Context: an optimization exercise on an open-source flow, tuned for small area. The choices shown serve that exercise and are no tape-out recipe. Only simulation tests tie the RTL to the original design; equivalence was not proved. Power and IR drop assume default switching activity.

--- flow/run.sh ---
#!/bin/bash
# Standard ORFS layout (the standard.sh) with two layout-method changes:
#  - clock tree: larger sink clusters and no dummy balancing loads
#  - port buffers: smallest buffer cell instead of clkdlybuf4s50_1
set -euo pipefail
bash standard.sh \
  "CTS_ARGS=-sink_clustering_enable -repair_clock_nets -dont_use_dummy_load -sink_clustering_size 25 -sink_clustering_max_diameter 80" \
  "BUFFER_PORTS_ARGS=-buffer_cell sky130_fd_sc_hd__buf_2" \
  finish > standard_flow.log 2>&1
--- standard.sh ---
#!/bin/bash
# synth_recipe.tcl (not shown) runs the flow's synth.tcl, then flattens the netlist and writes it again
# the make line also repeats each setting of config.mk as NAME=value (left out here)
make -C /OpenROAD-flow-scripts/flow DESIGN_CONFIG=/design/flow/config.mk WORK_HOME=/design/flow/orfs CLKGATE_MAP_FILE= SYNTH_SCRIPT=/design/flow/synth_recipe.tcl "${@:-finish}"
--- design.v ---
package arf_pkg;
   localparam int DATA_WIDTH = 32;
   localparam int REG_COUNT = 32;
   typedef logic [$clog2(REG_COUNT)-1:0] reg_idx_t;
   typedef logic [DATA_WIDTH-1:0] data_t;
endpackage
package rename_pkg;
   localparam int TAG_WIDTH = 6;    
   localparam int SPEC_DEPTH = 5;   
   typedef logic [TAG_WIDTH-1:0] rename_tag_t;
   typedef struct packed {
      logic busy;
      rename_tag_t tag;
   } rename_entry_t;
endpackage
`timescale 1ns/10ps
module onehot_mux
#(
   parameter int N = 32,
   parameter int W = 32
)
(
   input  logic [N-1:0]        sel,
   input  logic [N-1:0][W-1:0] d,
   output logic [W-1:0]        y
);
   localparam int G = (N + 2) / 3;
   logic [N-1:0]        s;
   logic [3*G-1:0][W-1:0] dd;
   logic [3*G-1:0]        ss;
   logic [G-1:0][W-1:0] g_n;    
   always_comb begin
      dd = '0;
      ss = '0;
      for (int n = 0; n < N; n++) begin
         dd[n] = d[n];
         ss[n] = sel[n];
      end
   end
   for (genvar g = 0; g < G; g++) begin : grp
      aoi_group #(.W(W), .K((3*g+3 <= N) ? 3 : N - 3*g)) u (
         .s  (ss[3*g+2:3*g]),
         .d  (dd[3*g+2:3*g]),
         .y_n(g_n[g])
      );
   end
   always_comb begin
      y = '0;
      for (int g = 0; g < G; g++) y = y | ~g_n[g];
   end
endmodule
module aoi_group
#(
   parameter int W = 32,
   parameter int K = 3
)
(
   input  logic [2:0]        s,
   input  logic [2:0][W-1:0] d,
   output logic [W-1:0]      y_n
);
   always_comb begin
      y_n = '0;
      for (int k = 0; k < K; k++) y_n = y_n | ({W{s[k]}} & d[k]);
      y_n = ~y_n;
   end
endmodule
module rt_bus
#(
   parameter int W = 7
)
(
   input  logic [5:0]        sel,
   input  logic [5:0][W-1:0] d,
   input  logic [W-1:0]      nd,
   output logic [W-1:0]      x
);
   logic [W-1:0] g0_n, g1_n;
   aoi_group #(.W(W), .K(3)) u0 (.s(sel[2:0]), .d(d[2:0]), .y_n(g0_n));
   aoi_group #(.W(W), .K(3)) u1 (.s(sel[5:3]), .d(d[5:3]), .y_n(g1_n));
   assign x = ~(g0_n & g1_n & nd);
endmodule
module rt_ctl
(
   input  logic p_n,      
   input  logic q_n,      
   input  logic c,        
   input  logic c_n,
   input  logic cs,       
   input  logic cs_n,
   input  logic xb_n,     
   output logic en_t,
   output logic en_b,
   output logic d_b
);
   assign en_t = ~(p_n | q_n);
   assign en_b = ~((p_n | q_n) & (c_n | cs_n));
   assign d_b  = ~(xb_n | (c & cs));
endmodule
`timescale 1ns/10ps
module arf_top
#(
   parameter int NUM_SPEC = rename_pkg::SPEC_DEPTH
)
(
   input  logic                clk,
   input  logic                reset,
   input  arf_pkg::reg_idx_t            rs1,
   input  arf_pkg::reg_idx_t            rs2,
   output arf_pkg::data_t               rs1_data,
   output arf_pkg::data_t               rs2_data,
   output rename_pkg::rename_tag_t         rs1_tag,
   output rename_pkg::rename_tag_t         rs2_tag,
   output logic                rs1_busy,
   output logic                rs2_busy,
   input  logic                disp_we,
   input  arf_pkg::reg_idx_t            disp_reg,
   input  rename_pkg::rename_tag_t         disp_tag,
   input  logic [NUM_SPEC-1:0] disp_freeze,
   input  logic                com_we,
   input  arf_pkg::reg_idx_t            com_reg,
   input  arf_pkg::data_t               com_data,
   input  rename_pkg::rename_tag_t         com_tag,
   input  logic                br_success,
   input  logic                br_miss,
   input  logic [NUM_SPEC-1:0] br_spectag
);
   localparam int NREG = arf_pkg::REG_COUNT;
   localparam int DW   = arf_pkg::DATA_WIDTH;
   localparam int TW   = rename_pkg::TAG_WIDTH;
   localparam int NC   = NUM_SPEC + 1;          
   logic [NREG-1:0] rsel1, rsel2, dsel, csel;
   always_comb begin
      for (int r = 0; r < NREG; r++) begin
         rsel1[r] = (rs1 == r);
         rsel2[r] = (rs2 == r);
         dsel[r]  = (disp_reg == r);
         csel[r]  = (com_reg == r);
      end
   end
   logic [NREG-2:0][DW-1:0] mem;    
   always_ff @(posedge clk) begin
      for (int r = 1; r < NREG; r++) begin
         if (com_we && !reset && csel[r]) mem[r-1] <= com_data;
      end
   end
   onehot_mux #(.N(NREG-1), .W(DW)) rf_rd1 (.sel(rsel1[NREG-1:1]), .d(mem), .y(rs1_data));
   onehot_mux #(.N(NREG-1), .W(DW)) rf_rd2 (.sel(rsel2[NREG-1:1]), .d(mem), .y(rs2_data));
   logic [NC-1:0][NREG-1:0][TW:0] tbl;
   onehot_mux #(.N(NREG), .W(TW+1)) rt_rd1 (.sel(rsel1), .d(tbl[0]), .y({rs1_busy, rs1_tag}));
   onehot_mux #(.N(NREG), .W(TW+1)) rt_rd2 (.sel(rsel2), .d(tbl[0]), .y({rs2_busy, rs2_tag}));
   logic [NC-1:0][TW-1:0] com_tags_at_reg;
   logic [NC-1:0][NREG-1:0][TW-1:0] tags;
   always_comb begin
      for (int i = 0; i < NC; i++)
         for (int r = 0; r < NREG; r++) tags[i][r] = tbl[i][r][TW-1:0];
   end
   for (genvar i = 0; i < NC; i++) begin : crd
      onehot_mux #(.N(NREG), .W(TW)) u (.sel(csel), .d(tags[i]), .y(com_tags_at_reg[i]));
   end
   logic [NC-1:0] set_en, clear_en;
   logic same_reg;
   assign set_en   = disp_we ? {~disp_freeze, 1'b1} : '0;
   assign same_reg = (disp_reg == com_reg);
   always_comb begin
      for (int i = 0; i < NC; i++) begin
         clear_en[i] = com_we && (com_tags_at_reg[i] == com_tag) && !(set_en[i] && same_reg);
      end
   end
   logic [NUM_SPEC-1:0] pick;
   always_comb begin
      pick = '0;
      for (int k = 0; k < NUM_SPEC; k++) begin
         if (br_spectag[k]) pick = NUM_SPEC'(1) << k;
      end
   end
   logic normal, succ, miss;
   assign succ   = !reset && br_success;
   assign miss   = !reset && !br_success && br_miss && (|br_spectag);
   assign normal = !reset && !br_success && !br_miss;
   logic [NC-1:0] ld;
   always_comb begin
      ld[0] = reset || miss;
      for (int k = 0; k < NUM_SPEC; k++) ld[k+1] = reset || miss || (br_success && pick[k]);
   end
   logic [5:0] bus_sel;
   assign bus_sel = {(miss ? pick : NUM_SPEC'(0)), succ};
   logic [TW:0] bus_nd;    
   assign bus_nd = ~({(TW+1){normal}} & {1'b1, disp_tag});
   logic [NREG-1:0][TW:0] x;
   logic [NREG-1:0][5:0][TW:0] src;
   always_comb begin
      for (int r = 0; r < NREG; r++) begin
         src[r][0] = {tbl[0][r][TW] && !(clear_en[0] && csel[r]), tbl[0][r][TW-1:0]};
         for (int k = 0; k < NUM_SPEC; k++) src[r][k+1] = tbl[k+1][r];
      end
   end
   for (genvar r = 0; r < NREG; r++) begin : bus
      rt_bus #(.W(TW+1)) u (.sel(bus_sel), .d(src[r]), .nd(bus_nd), .x(x[r]));
   end
   logic [NC-1:0] p_n, cc, cc_n;
   logic [NREG-1:0] q_n, cs_n, xb_n;
   always_comb begin
      for (int i = 0; i < NC; i++) begin
         p_n[i]  = !((normal && set_en[i]) || ld[i]);
         cc[i]   = (normal || (succ && !ld[i])) && clear_en[i];
         cc_n[i] = !cc[i];
      end
      for (int r = 0; r < NREG; r++) begin
         q_n[r]  = !(dsel[r] || !normal);
         cs_n[r] = !csel[r];
         xb_n[r] = !x[r][TW];
      end
   end
   logic [NC-1:0][NREG-1:0] en_t, en_b, d_b;
   for (genvar i = 0; i < NC; i++) begin : ctl_c
      for (genvar r = 0; r < NREG; r++) begin : ctl_r
         rt_ctl u (
            .p_n (p_n[i]), .q_n (q_n[r]), .c (cc[i]), .c_n (cc_n[i]),
            .cs (csel[r]), .cs_n (cs_n[r]), .xb_n (xb_n[r]),
            .en_t (en_t[i][r]), .en_b (en_b[i][r]), .d_b (d_b[i][r]));
      end
   end
   always_ff @(posedge clk) begin
      for (int i = 0; i < NC; i++) begin
         for (int r = 0; r < NREG; r++) begin
            if (en_t[i][r]) tbl[i][r][TW-1:0] <= x[r][TW-1:0];
            if (en_b[i][r]) tbl[i][r][TW] <= d_b[i][r];
         end
      end
   end
endmodule
--- config.mk ---
export PLATFORM = sky130hd
export DESIGN_NAME = arf_top
export DESIGN_NICKNAME = arf_top
export VERILOG_FILES = /design/flow/design.v
export SDC_FILE = /design/flow/constraint.sdc
export NUM_CORES = 4
export LEC_CHECK = 0
export CAP_MARGIN = 20
export CORE_MARGIN = 2
export CORE_UTILIZATION = 40
export SLEW_MARGIN = 20
export SYNTH_HIERARCHICAL = 1
export SYNTH_MINIMUM_KEEP_SIZE = 0
--- constraint.sdc ---
create_clock -name core_clock -period 6.5 [get_ports {clk}]
set_input_delay 1.3000 -clock core_clock [delete_from_list [all_inputs] [get_ports {clk}]]
set_output_delay 1.3000 -clock core_clock [all_outputs]
set_load 0.01 [all_outputs]
==> results of run 1 <==
[layout by cell type (no fill, tap or decap), types with 42 or more instances in the layout]
cell       instances
edfxtp_1        2336
a222oi_1        1588
nand3_1          343
buf_4            328
nand4_1          233
a21oi_1          214
nor2_1           204
o22ai_1          192
buf_2            157
clkbuf_16        121
or3_1            116
nand2_1          108
nor2_4            96
inv_1             96
buf_12            55
diode_2           45
a22oi_1           42
[area by class of cell]
cell class / instances / area, sq um / share of cell area
flip-flops and latches: 2336 / 70150 / 0.6477
well taps: 3202 / 4006 / 0.03699
clock buffers: 121 / 3028 / 0.02796
repair buffers: 543 / 4399 / 0.04062
multi-input cells: 3319 / 26240 / 0.2423
inverters: 98 / 367.9 / 0.003396
diodes: 45 / 112.6 / 0.001040
[flip-flops by register name (all words and copies together), names as in the netlist]
name / count
tbl: 1344
mem: 992
[worst max-delay path: stages]
cell and delay, ns:
buf_2 0.16, nand2b_1 0.75, nor2_4 0.21, a222oi_1 0.95, nand4_1 0.66, or3_1 0.70, buf_2 0.21
[path summary, 6_finish.rpt]
path	start	endpoint	slack, ns	depth (start not counted)
worst max-delay path	rs1[4]	rs1_tag[0]	0.23	7
worst min-delay path	tbl[1240]	tbl[344]	0.66	2
worst max register to register	tbl[149]	tbl[629]	1.93	11
worst min register to register	tbl[1240]	tbl[344]	0.66	2
[per-layer routing]
layer  up-vias  share of wire  wire length (um)
met5         -         0.0015               661
met4        50          0.085             38170
met3      1762           0.18             80650
met2      8776           0.41            186800
met1     38900           0.32            145400
li1      29200              -                 -
[power groups by stage]
stage	Combinational [uW]	Clock, uW	Sequential (uW)
3_5_place_dp	2710	0	19000
4_1_cts	2710	7990	18600
2_1_floorplan	1330	0	18700
6_report	2900	8020	18700
3_3_place_gp	2660	0	18900
5_1_grt	2920	8470	18800
[through the flow]
stage                     hold WS [ns]  worst slack (ns)
after floorplan                 0.6323           -0.9838
after global placement          0.6840            0.1655
after detailed placement        0.7073            0.1257
after CTS                       0.6551            0.6183
after global routing            0.7211            0.3733
final                           0.6622            0.2337
==> impl_metrics.env, run 1 <==
export IMPL_routed_wirelength_um=451700
export IMPL_fp_dieW_um=498.2
export IMPL_peakVddDrop_mv=0.2573
export IMPL_n_fill_cell=21230
export IMPL_grt_busiest_layer="met2"
export IMPL_final_nets=6499
export IMPL_placed_area_sq_mm=0.1050
export IMPL_fp_dieArea_sq_mm=0.2482
export IMPL_grt_first_pass_wirelength_um=603700
export IMPL_cts_tree="built"
export IMPL_max_freq_ghz=0.1596
export IMPL_cts_buffers=121
export IMPL_stdcell_count=9664
export IMPL_route_detailed_drc=0
export IMPL_skew_ns=0.1344
export IMPL_dp_hpwl_um=290200
export IMPL_clk_pin_slew_worst_paths_ns=0.10
export IMPL_total_switching_power_uw=7709
export IMPL_critical_path_class="in -> out"
export IMPL_place_congestion=1.051
export IMPL_synth_area_sq_mm=0.09771
export IMPL_grt_max_degree=144
export IMPL_cts_sinks=2336
export IMPL_final_core_utilization=0.4457
export IMPL_postCtsHoldBufs=0
export IMPL_htree_levels=3
export IMPL_powerDensity_mw_per_mm2=273.6
export IMPL_swShare=0.2602
export IMPL_grt_util_met1=0.4312
export IMPL_stdcell_area_sq_mm=0.1083
export IMPL_viasPerCell=8.142
export IMPL_pwr_share_clk=0.271
export IMPL_path_max_fanout=8
export IMPL_hold_path_class="reg -> reg"
export IMPL_combPwrFrac=0.098
export IMPL_clk_root_buffer_cell="clkbuf_16"
export IMPL_finalMaxSlewViolations=0
export IMPL_grt_pass1_vias=73100
export IMPL_clock_latency_ns=0.91
export IMPL_dp_cells=9491
export IMPL_total_power_uw=29630
export IMPL_io_pins=158
export IMPL_fp_dieH_um=498.2
export IMPL_netlist_instances=5979
export IMPL_grt_overflow=0
export IMPL_drt_pass1_iterations=21
export IMPL_antenna_found_initial=60
export IMPL_pwr_share_seq=0.631
export IMPL_core_sq_mm=0.2430
export IMPL_fin_tns_setup_ns=0
export IMPL_cts_setup_buffers=0
export IMPL_min_period_over_period=0.9640
export IMPL_status="no timing/DRC/antenna violations"
export IMPL_required_ns=5.20
export IMPL_slew_headroom=0.1046
export IMPL_drtIter0Drc=25630
export IMPL_intPower_uw=21920
export IMPL_grt_util_all_layers=0.3480
export IMPL_tightest_slew_ns=1.343
export IMPL_clockBufferDepth=3
export IMPL_met3_usage=0.1405
export IMPL_portBuffers=157
export IMPL_rows=181
export IMPL_rsz0062_at_grt="false"
export IMPL_arrival_ns=4.97
export IMPL_worstSetupEndpointType="output pin"
export IMPL_cap_violations=0
export IMPL_cp_start_kind="primary input"
export IMPL_use_met2=0.4947
export IMPL_synth_warnings=16
export IMPL_drive_gt1_frac=0.1284
export IMPL_setup_viol=0
export IMPL_leakage_uw=0.03528
export IMPL_wire_per_inst_um=46.74
export IMPL_detail_route_antenna_nets=0
export IMPL_min_period_ns=6.266
export IMPL_hold_viol=0
export IMPL_vias=78690
export IMPL_syn_mean_instance_area_sq_um=16.34
export IMPL_cts_resized_gates=0
export IMPL_start_util=0.4021
export IMPL_syn_nets=6059
export IMPL_areaGrowthSynthToFinish_pct=10.85
==> inputs of run 2 (changes only) <==
--- a/config.mk
+++ b/config.mk
@@ -8,6 +8,7 @@
 export CAP_MARGIN = 20
 export CORE_MARGIN = 2
 export CORE_UTILIZATION = 40
+export PLACE_DENSITY = 0.75
 export SLEW_MARGIN = 20
 export SYNTH_HIERARCHICAL = 1
 export SYNTH_MINIMUM_KEEP_SIZE = 0
==> impl_metrics.env, run 2 <==
export IMPL_tightest_slew_ns=1.357
export IMPL_grt_util_all_layers=0.3114
export IMPL_portBuffers=157
export IMPL_grt_max_degree=157
export IMPL_grt_overflow=0
export IMPL_syn_mean_instance_area_sq_um=16.34
export IMPL_cp_start_kind="primary input"
export IMPL_cap_violations=0
export IMPL_htree_levels=3
export IMPL_fp_dieArea_sq_mm=0.2482
export IMPL_dp_hpwl_um=263700
export IMPL_cts_resized_gates=0
export IMPL_crit_chain="buf_2 -> nand2b_1 -> nor2_4 -> a222oi_1 -> nand4_1 -> or3_1 -> buf_2"
export IMPL_grt_first_pass_wirelength_um=556000
export IMPL_drive_gt1_frac=0.1106
export IMPL_clockBufferDepth=3
export IMPL_worst_r2r_path_depth=12
export IMPL_worstSetupEndpointType="output pin"
export IMPL_min_delay_start="tbl[1304]"
export IMPL_routed_wirelength_um=405500
export IMPL_layout_commonest_cell="edfxtp_1"
export IMPL_slew_headroom=0.09556
export IMPL_critical_path_class="in -> out"
export IMPL_stdcell_area_sq_mm=0.1071
export IMPL_clk_pin_slew_worst_paths_ns=0.09
export IMPL_clock_latency_ns=0.85
export IMPL_clk_root_buffer_cell="clkbuf_16"
export IMPL_cts_setup_buffers=0
export IMPL_antenna_found_initial=88
export IMPL_cts_sinks=2336
export IMPL_largest_registers="tbl (1344), mem (992)"
export IMPL_rows=181
export IMPL_viasPerCell=8.222
export IMPL_grt_pass1_vias=72120
export IMPL_r2r_end="tbl[874]"
export IMPL_route_detailed_drc=0
export IMPL_drtIter0Drc=28110
export IMPL_total_power_uw=29240
export IMPL_io_pins=158
export IMPL_r2r_start="tbl[87]"
export IMPL_cts_tree="built"
export IMPL_cts_buffers=116
export IMPL_rsz0062_at_grt="false"
export IMPL_place_congestion=1.056
export IMPL_slowest_stage="nand4_1"
export IMPL_regMostFlops="tbl"
export IMPL_final_nets=6383
export IMPL_leakage_uw=0.03464
export IMPL_min_period_ns=6.208
export IMPL_fp_dieW_um=498.2
export IMPL_postCtsHoldBufs=0
export IMPL_core_sq_mm=0.2430
export IMPL_drt_pass1_iterations=22
export IMPL_mostFrequentLayoutCells="edfxtp_1, a222oi_1, nand3_1"
export IMPL_finalMaxSlewViolations=0
export IMPL_hold_path_class="reg -> reg"
export IMPL_fp_dieH_um=498.2
export IMPL_max_freq_ghz=0.1611
export IMPL_path_max_fanout=7
export IMPL_required_ns=5.20
export IMPL_peakVddDrop_mv=0.2509
export IMPL_detail_route_antenna_nets=0
export IMPL_placed_area_sq_mm=0.1039
export IMPL_wire_per_inst_um=42.48
export IMPL_skew_ns=0.1159
export IMPL_netlist_instances=5979
export IMPL_arrival_ns=4.91
export IMPL_synth_area_sq_mm=0.09771
export IMPL_syn_nets=6059
export IMPL_hold_viol=0
export IMPL_rrSetupSlack_ns=1.75
export IMPL_max_stage_delay_ns=0.96
export IMPL_powerDensity_mw_per_mm2=273.1
export IMPL_synth_warnings=16
export IMPL_start_util=0.4021
export IMPL_hold_path_depth=2
export IMPL_setup_viol=0
export IMPL_min_period_over_period=0.9551
export IMPL_status="no timing/DRC/antenna violations"
export IMPL_timing_hold_ws_ns=0.7119
export IMPL_areaGrowthSynthToFinish_pct=9.571
export IMPL_holdPathEnd="tbl[632]"
export IMPL_critPathMostFrequentCell="buf_2"
export IMPL_vias=78490
export IMPL_largest_reg_flops=1344
[run 2: changes by cell type in the layout (fill, tap and decap cells not counted), moves of 3 or more]
cell / change
buf_12: -27
buf_16: +4
buf_4: -91
buf_6: +3
clkbuf_16: -5
nor2_1: +6
nor2_2: -6
[run 2: layer usage]
layer / share of wire / GRT usage
met5: 0.0018 / 0.001158
met4: 0.085 / 0.1922
met3: 0.19 / 0.1318
met2: 0.42 / 0.4557
met1: 0.30 / 0.3802
[run 2: area by class of cell]
cell class                 instances  area (sq um)
fill                           21060        135900
sequential                      2336         70150
multi-input combinational       3319         26210
tap                             3202          4006
timing repair buffer             432          3312
clock buffer                     116          2903
inverter                          98         367.9
antenna                           44         110.1
[run 2: how the worst max path moves through the flow]
stage / cells after the start / start / endpoint
2_1_floorplan: 6 / br_success / tbl[1013]
3_3_place_gp: 16 / com_reg[0] / tbl[1084]
3_5_place_dp: 16 / com_reg[0] / tbl[650]
4_1_cts: 8 / rs2[0] / rs2_data[31]
5_1_grt: 7 / rs1[0] / rs1_tag[3]
6_report: 7 / rs1[4] / rs1_tag[3]
[run 2: critical path, delay by kind of cell]
kind	cells	cell delay (ns)
simple gates	4	2.52
compound gates	1	0.75
buf+inv	2	0.32
[run 2: where the power goes]
group          total, uW  switching, uW  internal (uW)
registers          18700            797          17900
clock network       7750           4590           3160
logic               2760           2090            672
total              29200           7470          21800
[run 2: stage by stage]
step	setup slack, ns	cells	TNS (ns)	util
floorplan	-0.9838	5979	-1388.24	-
global placement	0.08756	9374	0	0.4271
global route	0.4580	9518	0	0.4403
detailed placement	0.08992	9380	0	0.4275
finish	0.2919	9547	0	0.4406
CTS	0.7708	9496	0	0.4394
==> inputs of run 3 (changes only) <==
==> run.sh (new file) <==
#!/bin/bash
# synth_recipe.tcl (not shown) runs the flow's synth.tcl, then flattens the netlist and writes it again
# the make line also repeats each setting of config.mk as NAME=value (left out here)
make -C /OpenROAD-flow-scripts/flow DESIGN_CONFIG=/design/flow/config.mk WORK_HOME=/design/flow/orfs CLKGATE_MAP_FILE= SYNTH_SCRIPT=/design/flow/synth_recipe.tcl finish
--- a/config.mk
+++ b/config.mk
@@ -8,7 +8,8 @@
 export CAP_MARGIN = 20
 export CORE_MARGIN = 2
 export CORE_UTILIZATION = 40
-export PLACE_DENSITY = 0.75
+export CTS_CLUSTER_DIAMETER = 80
+export CTS_CLUSTER_SIZE = 25
 export SLEW_MARGIN = 20
 export SYNTH_HIERARCHICAL = 1
 export SYNTH_MINIMUM_KEEP_SIZE = 0
removed: flow/run.sh
removed: standard.sh
==> impl_metrics.env, run 3 <==
export IMPL_status="no timing/DRC/antenna violations"
export IMPL_cap_violations=0
export IMPL_wl_met3_um=75810
export IMPL_grt_first_pass_wirelength_um=590700
export IMPL_dp_cells=9651
export IMPL_largest_reg_flops=1344
export IMPL_wire_per_inst_um=44.65
export IMPL_path_max_fanout=16
export IMPL_cts_sinks=2336
export IMPL_setup_viol=0
export IMPL_layout_commonest_cell="edfxtp_1"
export IMPL_cp_start_kind="primary input"
export IMPL_critPathTopFamily="simple AND/OR/NAND/NOR gates"
export IMPL_vias=78620
export IMPL_drive_gt1_frac=0.1322
export IMPL_grt_util_all_layers=0.3387
export IMPL_stdcell_area_sq_mm=0.1115
export IMPL_rrSetupSlack_ns=2.16
export IMPL_grt_overflow=0
export IMPL_place_congestion=1.057
export IMPL_syn_nets=6059
export IMPL_peakVddDrop_mv=0.2882
export IMPL_cts_buffers=121
export IMPL_clock_latency_ns=0.90
export IMPL_largest_registers="tbl (1344), mem (992)"
export IMPL_r2r_start="tbl[66]"
export IMPL_finalMaxSlewViolations=0
export IMPL_netlist_instances=5979
export IMPL_placed_area_sq_mm=0.1075
export IMPL_crit_chain="clkdlybuf4s50_1 -> nand3b_1 -> nor2_4 -> a222oi_1 -> nand4_1 -> buf_4 -> or3_1 -> clkdlybuf4s50_1"
export IMPL_grt_max_degree=132
export IMPL_n_fill_cell=20920
export IMPL_stdcell_count=9861
export IMPL_fp_dieH_um=498.2
export IMPL_r2r_end="tbl[559]"
export IMPL_arrival_ns=5.14
export IMPL_clk_pin_slew_worst_paths_ns=0.10
export IMPL_min_period_ns=6.439
export IMPL_start_util=0.4021
export IMPL_worstSetupEndpointType="output pin"
export IMPL_max_stage_delay_ns=0.92
export IMPL_detail_route_antenna_nets=0
export IMPL_tightest_slew_ns=1.363
export IMPL_min_delay_start="tbl[1179]"
export IMPL_clk_root_buffer_cell="clkbuf_16"
export IMPL_route_detailed_drc=0
export IMPL_htree_levels=3
export IMPL_slew_headroom=0.08975
export IMPL_drt_met1_wl_um=146100
export IMPL_viasPerCell=7.973
export IMPL_powerDensity_mw_per_mm2=275.7
export IMPL_synth_warnings=16
export IMPL_hold_path_depth=2
export IMPL_cts_resized_gates=0
export IMPL_worst_r2r_path_depth=12
export IMPL_required_ns=5.20
export IMPL_slowest_stage="nor2_4"
export IMPL_cts_setup_buffers=0
export IMPL_clockBufferDepth=3
export IMPL_leakage_uw=0.03651
export IMPL_postCtsHoldBufs=0
export IMPL_areaGrowthSynthToFinish_pct=14.11
export IMPL_highest_layer="met5"
export IMPL_fp_dieArea_sq_mm=0.2482
export IMPL_cts_tree="built"
export IMPL_fp_dieW_um=498.2
export IMPL_rsz0062_at_grt="false"
export IMPL_critical_path_class="in -> out"
export IMPL_skew_ns=0.1071
export IMPL_holdPathEnd="tbl[507]"
export IMPL_portBuffers=157
export IMPL_hold_viol=0
export IMPL_total_power_uw=30740
export IMPL_regMostFlops="tbl"
export IMPL_dp_hpwl_um=287700
export IMPL_min_period_over_period=0.9906
export IMPL_rows=181
export IMPL_io_pins=158
export IMPL_grt_pass1_vias=72670
export IMPL_final_core_utilization=0.4588
export IMPL_worst_path_buf_inv=3
export IMPL_routed_wirelength_um=440300
export IMPL_drt_pass1_iterations=22
export IMPL_syn_mean_instance_area_sq_um=16.34
export IMPL_antenna_found_initial=37
export IMPL_critPathMostFrequentCell="clkdlybuf4s50_1"
export IMPL_drtIter0Drc=25720
export IMPL_max_freq_ghz=0.1553
export IMPL_mostFrequentLayoutCells="edfxtp_1, a222oi_1, buf_4"
export IMPL_core_sq_mm=0.2430
export IMPL_synth_area_sq_mm=0.09771
export IMPL_hold_path_class="reg -> reg"
export IMPL_route_met2_wl_um=185700
export IMPL_final_nets=6654
==> run 3: worst max path at each step <==
| stage | slack [ns] | endpoint | startpoint | depth (start not counted) |
|---|---|---|---|---|
| 3_3_place_gp | -0.05 | tbl[398] | com_reg[3] | 15 |
| 6_report | 0.06 | rs1_tag[4] | rs1[2] | 8 |
| 2_1_floorplan | -0.98 | tbl[1013] | br_success | 6 |
| 3_5_place_dp | 0.05 | tbl[447] | com_reg[3] | 15 |
| 4_1_cts | 0.19 | rs1_tag[0] | rs1[2] | 10 |
| 5_1_grt | 0.11 | rs1_tag[0] | rs1[2] | 10 |
==> run 3: area by class of cell <==
cell class	instances	area (sq um)	share of cell area
sequential	2336	70150	0.6292
inverter	98	367.9	0.003299
tap	3202	4006	0.03593
clock buffer	123	3035	0.02723
timing repair buffer	698	6792	0.06092
clock inverter	62	889.6	0.007979
multi-input combinational	3319	26200	0.2350
antenna	23	57.56	0.0005162
==> run 3: metrics by stage <==
stage          worst slack (ns)  setup TNS [ns]  hold WS, ns
6_report                0.06089               0       0.6779
5_1_grt                  0.1125               0       0.7200
3_3_place_gp           -0.05196          -1.080       0.6819
2_1_floorplan           -0.9838        -1388.24       0.6323
3_5_place_dp            0.05066               0       0.6999
4_1_cts                  0.1940               0       0.6559
==> run 3: worst register-to-register path, stage by stage (launching register included) <==
cell and delay [ns]:
edfxtp_1 0.52, a222oi_1 0.87, nand4_1 0.34, or3_1 0.45, xnor2_1 0.18, nand4_1 0.20
nor4_4 0.27, buf_12 0.28, a31oi_1 0.14, a222oi_1 0.40, nand3_1 0.12, inv_1 0.19
a21oi_1 0.08
==> run 3: power by group <==
part	total (uW)	switching, uW	internal (uW)
sequential	18700	769	17900
combinational	3020	2160	860
clock	9010	5220	3790
total	30700	8150	22600
==> run 3: layer usage <==
metal	vias to the layer above	track usage
met5	-	0.001736
met4	36	0.2069
met3	1542	0.1218
met2	8667	0.4910
met1	38810	0.4328
li1	29570	-

what the ideal ports hide:
How much do the figures lean on ideal ports? The routed layouts below were timed once more, with nothing changed but the port constraints. Step 1 (the two cells are an assumption about what drives the block):
set clk [get_ports {clk}]
set_driving_cell -lib_cell sky130_fd_sc_hd__clkbuf_16 $clk
set_driving_cell -lib_cell sky130_fd_sc_hd__buf_2 [delete_from_list [all_inputs] $clk]
Step 2 also shifts input and output timing later by t, the mid clock arrival at the registers, as if the neighbouring blocks saw the same clock. a / b / c = no drivers / after step 1 / after step 2; a / b = the first two.
| run | shift t [ns] | setup WS [ns] | hold slack, ns | cell pins on the clock port's net |
|---|---|---|---|---|
| run 1 | 0.914 | 0.234 / 0.187 / -0.181 | 0.662 / 0.662 / 0.662 | 1 |
| run 2 | 0.894 | 0.292 / 0.101 / -0.616 | 0.712 / 0.712 / 0.712 | 1 |
| run 3 | 0.927 | 0.061 / 0.026 / -0.347 | 0.678 / 0.678 / 0.678 | 1 |
Met with ideal ports but missed after step 2: setup timing in every run listed. The setup slack of run 2, which loses most, moves by -0.191 ns with the drivers and by -0.908 ns with both steps.
